Background: an optimization exercise with open tools, aiming at small area, a short achievable clock period and few clock cycles per item. Do not read the settings as production practice.
Power is estimated from default activity; no workload was simulated.

## multiword_add_sequencer
module multiword_add_sequencer (
  input  logic         clk,
  input  logic         rst,
  input  logic         in_valid,
  output logic         in_ready,
  input  logic [255:0] a,
  input  logic [255:0] b,
  input  logic         cin,
  input  logic         sub,
  output logic         out_valid,
  input  logic         out_ready,
  output logic [255:0] sum,
  output logic         cout
);
For scale: roughly 780 I/O pins, about 25000 sq um of cells after synthesis.
==> module multiword_add_sequencer, before the edit <==
module multiword_add_sequencer (
  input  logic         clk,
  input  logic         rst,
  input  logic         in_valid,
  output logic         in_ready,
  input  logic [255:0] a,
  input  logic [255:0] b,
  input  logic         cin,
  input  logic         sub,
  output logic         out_valid,
  input  logic         out_ready,
  output logic [255:0] sum,
  output logic         cout
);
  localparam int W  = 256;
  localparam int K  = 8;        
  localparam int NB = W / K;    
  localparam int LK = $clog2(K);
  localparam int LB = $clog2(NB);
  logic [W-1:0]  bx, g, p, s0_d;
  logic [NB-1:0] bg, bp;         
  logic [NB:0]   bc_d;           
  assign bx = b ^ {W{sub}};
  assign g  = a & bx;
  assign p  = a ^ bx;
  always_comb begin
    logic [K-1:0] tg, tp;
    for (int j = 0; j < NB; j++) begin
      tg = g[j*K +: K];
      tp = p[j*K +: K];
      if (j == 0) tg[0] = tg[0] | (tp[0] & (sub | cin));
      for (int l = 0; l < LK; l++)
        for (int i = 0; i < K; i++)
          if (i[l]) begin
            tg[i] = tg[i] | (tp[i] & tg[((i >> l) << l) - 1]);
            tp[i] = tp[i] & tp[((i >> l) << l) - 1];
          end
      s0_d[j*K] = p[j*K] ^ ((j == 0) ? (sub | cin) : 1'b0);
      for (int i = 1; i < K; i++) s0_d[j*K+i] = p[j*K+i] ^ tg[i-1];
      bg[j] = tg[K-1];
      bp[j] = tp[K-1];
    end
  end
  always_comb begin
    logic [NB-1:0] tg, tp;
    tg = bg;
    tp = bp;
    for (int l = 0; l < LB; l++)
      for (int i = 0; i < NB; i++)
        if (i[l]) begin
          tg[i] = tg[i] | (tp[i] & tg[((i >> l) << l) - 1]);
          tp[i] = tp[i] & tp[((i >> l) << l) - 1];
        end
    bc_d[0] = 1'b0;
    for (int j = 1; j <= NB; j++) bc_d[j] = tg[j-1];
  end
  logic [W-1:0]  s0_q;
  logic [NB:1]   bc_q;
  logic          valid_q;
  assign in_ready = ~valid_q | out_ready;
  always_ff @(posedge clk or posedge rst) begin
    if (rst)           valid_q <= 1'b0;
    else if (in_ready) valid_q <= in_valid;
  end
  always_ff @(posedge clk) begin
    if (in_valid && in_ready) begin
      s0_q <= s0_d;
      bc_q <= bc_d[NB:1];
    end
  end
  always_comb begin
    logic [K-1:0] m;
    for (int i = 0; i < K; i++) sum[i] = s0_q[i];
    for (int j = 1; j < NB; j++) begin
      m = s0_q[j*K +: K];
      for (int l = 0; l < LK; l++)
        for (int i = 0; i < K; i++)
          if (i[l]) m[i] = m[i] & m[((i >> l) << l) - 1];
      sum[j*K] = s0_q[j*K] ^ bc_q[j];
      for (int i = 1; i < K; i++) sum[j*K+i] = s0_q[j*K+i] ^ (bc_q[j] & m[i-1]);
    end
  end
  assign cout      = bc_q[NB];
  assign out_valid = valid_q;
endmodule
clock: 6.5 ns
lec_check: 0
abc_area: 1
cap_margin: 20
core_margin: 2
core_utilization: 40
cts_buf_list: sky130_fd_sc_hd__clkbuf_8
cts_cluster_diameter: 100
cts_cluster_size: 12
place_density: 0.8
setup_slack_margin: 2.8
slew_margin: 20
standard.sh (not shown) runs the stock make flow with config.mk's settings and CLKGATE_MAP_FILE= SYNTH_SCRIPT=/design/flow/synth_recipe.tcl, a recipe that flattens the netlist after the stock synthesis.
==> flow/flow/run.sh <==
#!/bin/bash
# The standard layout (standard.sh) with two changes:
#  - every port is buffered by the smallest buffer cell instead of the one
#    buffer_ports picks by default;
#  - after the standard synthesis, polfix.py re-chooses the polarity of the
#    full-adder groups so that fewer inverters are needed (combinational
#    cells only; registers untouched), then the layout continues from it.
set -euo pipefail
export BUFFER_PORTS_ARGS="-buffer_cell sky130_fd_sc_hd__buf_1"
R=$PWD/orfs/results/sky130hd/multiword_add_sequencer/base
bash standard.sh "$R/1_2_yosys.v" > synth.log 2>&1
cp "$R/1_2_yosys.v" "$R/1_2_yosys.standard.v"
python3 flow/polfix.py "$R/1_2_yosys.standard.v" "$R/1_2_yosys.v" > polfix.log 2>&1
bash standard.sh > layout.log 2>&1
Other scripts of this flow, unchanged in this note and not shown: flow/flow/polfix.py
==> next run, changes <==
--- a/flow/design.v
+++ b/flow/design.v
@@ -26,6 +26,7 @@
   assign bx = b ^ {W{sub}};
   assign g  = a & bx;
   assign p  = a ^ bx;
+  logic [W-1:0] lg, lp;           
   always_comb begin
     logic [K-1:0] tg, tp;
     for (int j = 0; j < NB; j++) begin
@@ -38,8 +39,8 @@
             tg[i] = tg[i] | (tp[i] & tg[((i >> l) << l) - 1]);
             tp[i] = tp[i] & tp[((i >> l) << l) - 1];
           end
-      s0_d[j*K] = p[j*K] ^ ((j == 0) ? (sub | cin) : 1'b0);
-      for (int i = 1; i < K; i++) s0_d[j*K+i] = p[j*K+i] ^ tg[i-1];
+      lg[j*K +: K] = tg;
+      lp[j*K +: K] = tp;
       bg[j] = tg[K-1];
       bp[j] = tp[K-1];
     end
@@ -57,8 +58,19 @@
     bc_d[0] = 1'b0;
     for (int j = 1; j <= NB; j++) bc_d[j] = tg[j-1];
   end
-  logic [W-1:0]  s0_q;
-  logic [NB:1]   bc_q;
+  always_comb begin
+    logic c;
+    s0_d[0] = p[0] ^ (sub | cin);
+    for (int j = 0; j < NB; j++)
+      for (int i = 0; i < K; i++)
+        if (j*K+i > 0) begin
+          if (i == 0) c = bc_d[j];
+          else        c = lg[j*K+i-1] | (lp[j*K+i-1] & bc_d[j]);
+          s0_d[j*K+i] = p[j*K+i] ^ c;
+        end
+  end
+  logic [W-1:0]  s_q;
+  logic          c_q;
   logic          valid_q;
   assign in_ready = ~valid_q | out_ready;
   always_ff @(posedge clk or posedge rst) begin
@@ -66,23 +78,12 @@
     else if (in_ready) valid_q <= in_valid;
   end
   always_ff @(posedge clk) begin
-    if (in_valid && in_ready) begin
-      s0_q <= s0_d;
-      bc_q <= bc_d[NB:1];
+    if (in_ready) begin
+      s_q <= s0_d;
+      c_q <= bc_d[NB];
     end
   end
-  always_comb begin
-    logic [K-1:0] m;
-    for (int i = 0; i < K; i++) sum[i] = s0_q[i];
-    for (int j = 1; j < NB; j++) begin
-      m = s0_q[j*K +: K];
-      for (int l = 0; l < LK; l++)
-        for (int i = 0; i < K; i++)
-          if (i[l]) m[i] = m[i] & m[((i >> l) << l) - 1];
-      sum[j*K] = s0_q[j*K] ^ bc_q[j];
-      for (int i = 1; i < K; i++) sum[j*K+i] = s0_q[j*K+i] ^ (bc_q[j] & m[i-1]);
-    end
-  end
-  assign cout      = bc_q[NB];
+  assign sum = s_q;
+  assign cout      = c_q;
   assign out_valid = valid_q;
 endmodule
Synthesized cell count came out higher by 16%.
Sequential share of layout area is lower by 4.5 points.
Setup slack gets worse by 0.22 ns.
Synthesized area falls by 5.3%.
Global-route usage increases by 3.3 points.
Total power goes up by 15%.
Combinational power increases by 39%.
Function was not checked in any run of this note: the RTL went through the layout flow alone.

[re-timing with driven ports]
No port has a modelled driver above. Below, the same layouts with a new extraction and two added sets of constraints. Step 1: set_driving_cell puts a clkbuf_16 on clk and a buf_2 on each other input, an assumption about the parent block. Step 2 adds t to the input delays and takes it off the output delays; t is the mean of the earliest and latest rising clock arrival at the registers after step 1. Input paths then give back, and output paths get back, about the clock's delay inside the block. Three values: ideal, step 1, step 2; two values: the first two.
| run | shift t [ns] | setup slack, ns | hold WS [ns] |
|---|---|---|---|
| the first run | 0.690 | 2.876 / 2.679 / 1.989 | 0.526 / 0.495 / 0.787 |
| the second run | 0.706 | 2.656 / 2.406 / 1.700 | 0.445 / 0.407 / 0.951 |
After both steps setup and hold are still met in every run listed. For the second run, which loses most, drivers alone change the setup slack by -0.250 ns; drivers and shift together by -0.956 ns.
